This design comes from an exercise in tuning for small area, a short achievable clock period and few clock cycles on the open sky130 flow, not from production work. Only simulation tests tie the RTL to the original design; equivalence was not proved. Power and IR drop assume default switching activity.

Setup of v15:
## cpu_top
module cpu_top #(
	parameter int MEM_DEPTH = 256
) (
	input  logic       clk,
	input  logic       rst,
	input  logic       run,
	input  logic       load_we,
	input  logic [7:0] load_addr,
	input  logic [7:0] load_data,
	output logic [7:0] port_out,
	output logic       port_strobe,
	output logic       halted
);
	function automatic logic two_byte(input logic [7:0] op);
		case (op)
			cpu_pkg::OP_LDX, cpu_pkg::OP_LIX, cpu_pkg::OP_STX, cpu_pkg::OP_LDY, cpu_pkg::OP_LIY, cpu_pkg::OP_STY,
			cpu_pkg::OP_LDZ, cpu_pkg::OP_LIZ, cpu_pkg::OP_STZ, cpu_pkg::OP_LDA, cpu_pkg::OP_LIA, cpu_pkg::OP_STA,
			cpu_pkg::OP_ADD, cpu_pkg::OP_ADI, cpu_pkg::OP_SUB, cpu_pkg::OP_SUI, cpu_pkg::OP_CMP, cpu_pkg::OP_CMI,
			cpu_pkg::OP_JMP, cpu_pkg::OP_JZS, cpu_pkg::OP_JZC, cpu_pkg::OP_JCS, cpu_pkg::OP_JCC, cpu_pkg::OP_JSR: two_byte = 1'b1;
			default: two_byte = 1'b0;
		endcase
	endfunction
	function automatic logic flag_writer(input logic [7:0] op);
		case (op)
			cpu_pkg::OP_CLA, cpu_pkg::OP_ADX, cpu_pkg::OP_ADY, cpu_pkg::OP_ADZ, cpu_pkg::OP_ADD, cpu_pkg::OP_ADI,
			cpu_pkg::OP_SUX, cpu_pkg::OP_SUY, cpu_pkg::OP_SUZ, cpu_pkg::OP_SUB, cpu_pkg::OP_SUI,
  ...
Size: roughly 2200 flip-flops, ~30 I/O pins.
clock: 10.0 ns
lec_check: 0
abc_area: 1
cap_margin: 20
core_margin: 2
core_utilization: 40
setup_slack_margin: 5
slew_margin: 20
run.sh (not shown) runs the stock make flow with config.mk's settings and CLKGATE_MAP_FILE= SYNTH_SCRIPT=/design/flow/synth_recipe.tcl, a recipe that flattens the netlist after the stock synthesis.
Testbench counts of v15, summed over its fixed seeds: cycles 29,957.
Changes in v5 relative to v15:
diff --git a/flow/config.mk b/flow/config.mk
--- a/flow/config.mk
+++ b/flow/config.mk
@@ -6,8 +6,6 @@
 export NUM_CORES = 4
 export LEC_CHECK = 0
-export ABC_AREA = 1
 export CAP_MARGIN = 20
 export CORE_MARGIN = 2
 export CORE_UTILIZATION = 40
-export SETUP_SLACK_MARGIN = 5
 export SLEW_MARGIN = 20
Results
No stage failed in v5, and the final checks on the layout all came back clean.
When the final numbers for v15 and v5 were put side by side, the tightest slew margin relative to the limit turned out to be smaller in v15.
Comparing clock network power consumption for v15 and v5, the bigger number came from v15.
Note that the count of filler cells inserted in the layout recorded for v15 amounts to 1.15 times the value seen in v5.
Going from v15 to v5, minimum period implied by the final worst setup slack increased by 1.55 ns relative to the old numbers, highest clock frequency the design can meet now sits lower, leakage power summed over all cells down 16%, latest clock arrival within the worst-skew pair has decreased.
NOTE routed wire length v15->v5 decreased by more than a quarter
v5 vs. v15: number of antenna cells inserted grew by 2; starting density of the core flat; per-instance average area after synthesis increased by about 100% relative to the old numbers.

========
cpu_top, a different RTL version from the one above (not shown whole).
For scale: ~30 I/O pins, roughly 0.11 mm2 of cells after synthesis.
clock: 10.0 ns
lec_check: 0
abc_area: 1
cap_margin: 20
core_margin: 2
core_utilization: 40
slew_margin: 20
tns_end_percent: 20
standard.sh (not shown) runs the stock make flow with config.mk's settings and CLKGATE_MAP_FILE= SYNTH_SCRIPT=/design/flow/synth_recipe.tcl, a recipe that flattens the netlist after the stock synthesis.
==> flow/flow/run.sh <==
#!/bin/bash
export SETUP_SLACK_MARGIN=6
bash standard.sh > standard.log 2>&1
Testbench counts at the start, summed over its fixed seeds: cycles 29,414.
Next try:
CORE_UTILIZATION = 55   (was 40)
What happened:
- cell area came out lower by 0.92%
- clock skew goes down by 0.034 ns
- setup slack degrades by 0.12 ns
- global-route usage increases by 12 points
- non-clock buffer count rises by 23

========
Setup of pepper:
cpu_top, a different RTL version from the one above (not shown whole).
For scale: ~13000 cells after synthesis, ~2300 flip-flops, roughly 110000 µm² of cells after synthesis.
export LEC_CHECK = 0
export ABC_AREA = 1
export CAP_MARGIN = 20
export CORE_MARGIN = 2
export CORE_UTILIZATION = 40
export CTS_CLUSTER_DIAMETER = 80
export CTS_CLUSTER_SIZE = 20
export SLEW_MARGIN = 20
export TNS_END_PERCENT = 20
create_clock -name core_clock -period 10.0 [get_ports {clk}]
Scripts as last shown in full above: flow/flow/run.sh
Testbench counts of pepper, summed over its fixed seeds: cycles 28,389.
Modified inputs, harbor compared to pepper
- changing TNS_END_PERCENT from 20 to 5
- harbor against pepper: part of the total power dissipated in combinational logic flat, worst setup slack down 0.057 ns.
- The lower shortest period the worst path allows of pepper and harbor is in pepper.
- Total power draw in harbor is 0.36% higher than in pepper

[re-timing with driven ports]
No port has a modelled driver above. Below, the same layouts with a new extraction and two added sets of constraints.
Step 1 sets driving cells, clkbuf_16 on the clock port and buf_2 on the other inputs (assumed; they add their load-dependent delay and slew).
Step 2, shift: input delay + t, output delay - t, t = (earliest + latest rising clock arrival at the registers) / 2. This alone moves slack from input paths to output paths.
Slacks: ideal / step 1 / step 2; pairs: ideal / step 1.
run | t, ns | slack for setup (ns) | worst register clock-pin slew, ns | worst data-port slew with drivers (ns) | cell pins on the clock port's net
v15 | 1.026 | 4.831 / 4.831 / 4.831 | 0.07 / 0.07 | 0.05 | 1
v5 | 0.968 | 3.277 / 3.277 / 3.277 | 0.07 / 0.07 | 0.04 | 1
the first run of note 2 | 1.021 | 5.642 / 5.642 / 5.642 | 0.07 / 0.07 | 0.06 | 1
the second run of note 2 | 0.993 | 5.519 / 5.519 / 5.519 | 0.07 / 0.07 | 0.07 | 1
pepper | 0.964 | 5.833 / 5.833 / 5.833 | 0.10 / 0.10 | 0.07 | 1
harbor | 0.963 | 5.776 / 5.776 / 5.776 | 0.10 / 0.10 | 0.07 | 1
After both steps every run listed still meets setup and hold.
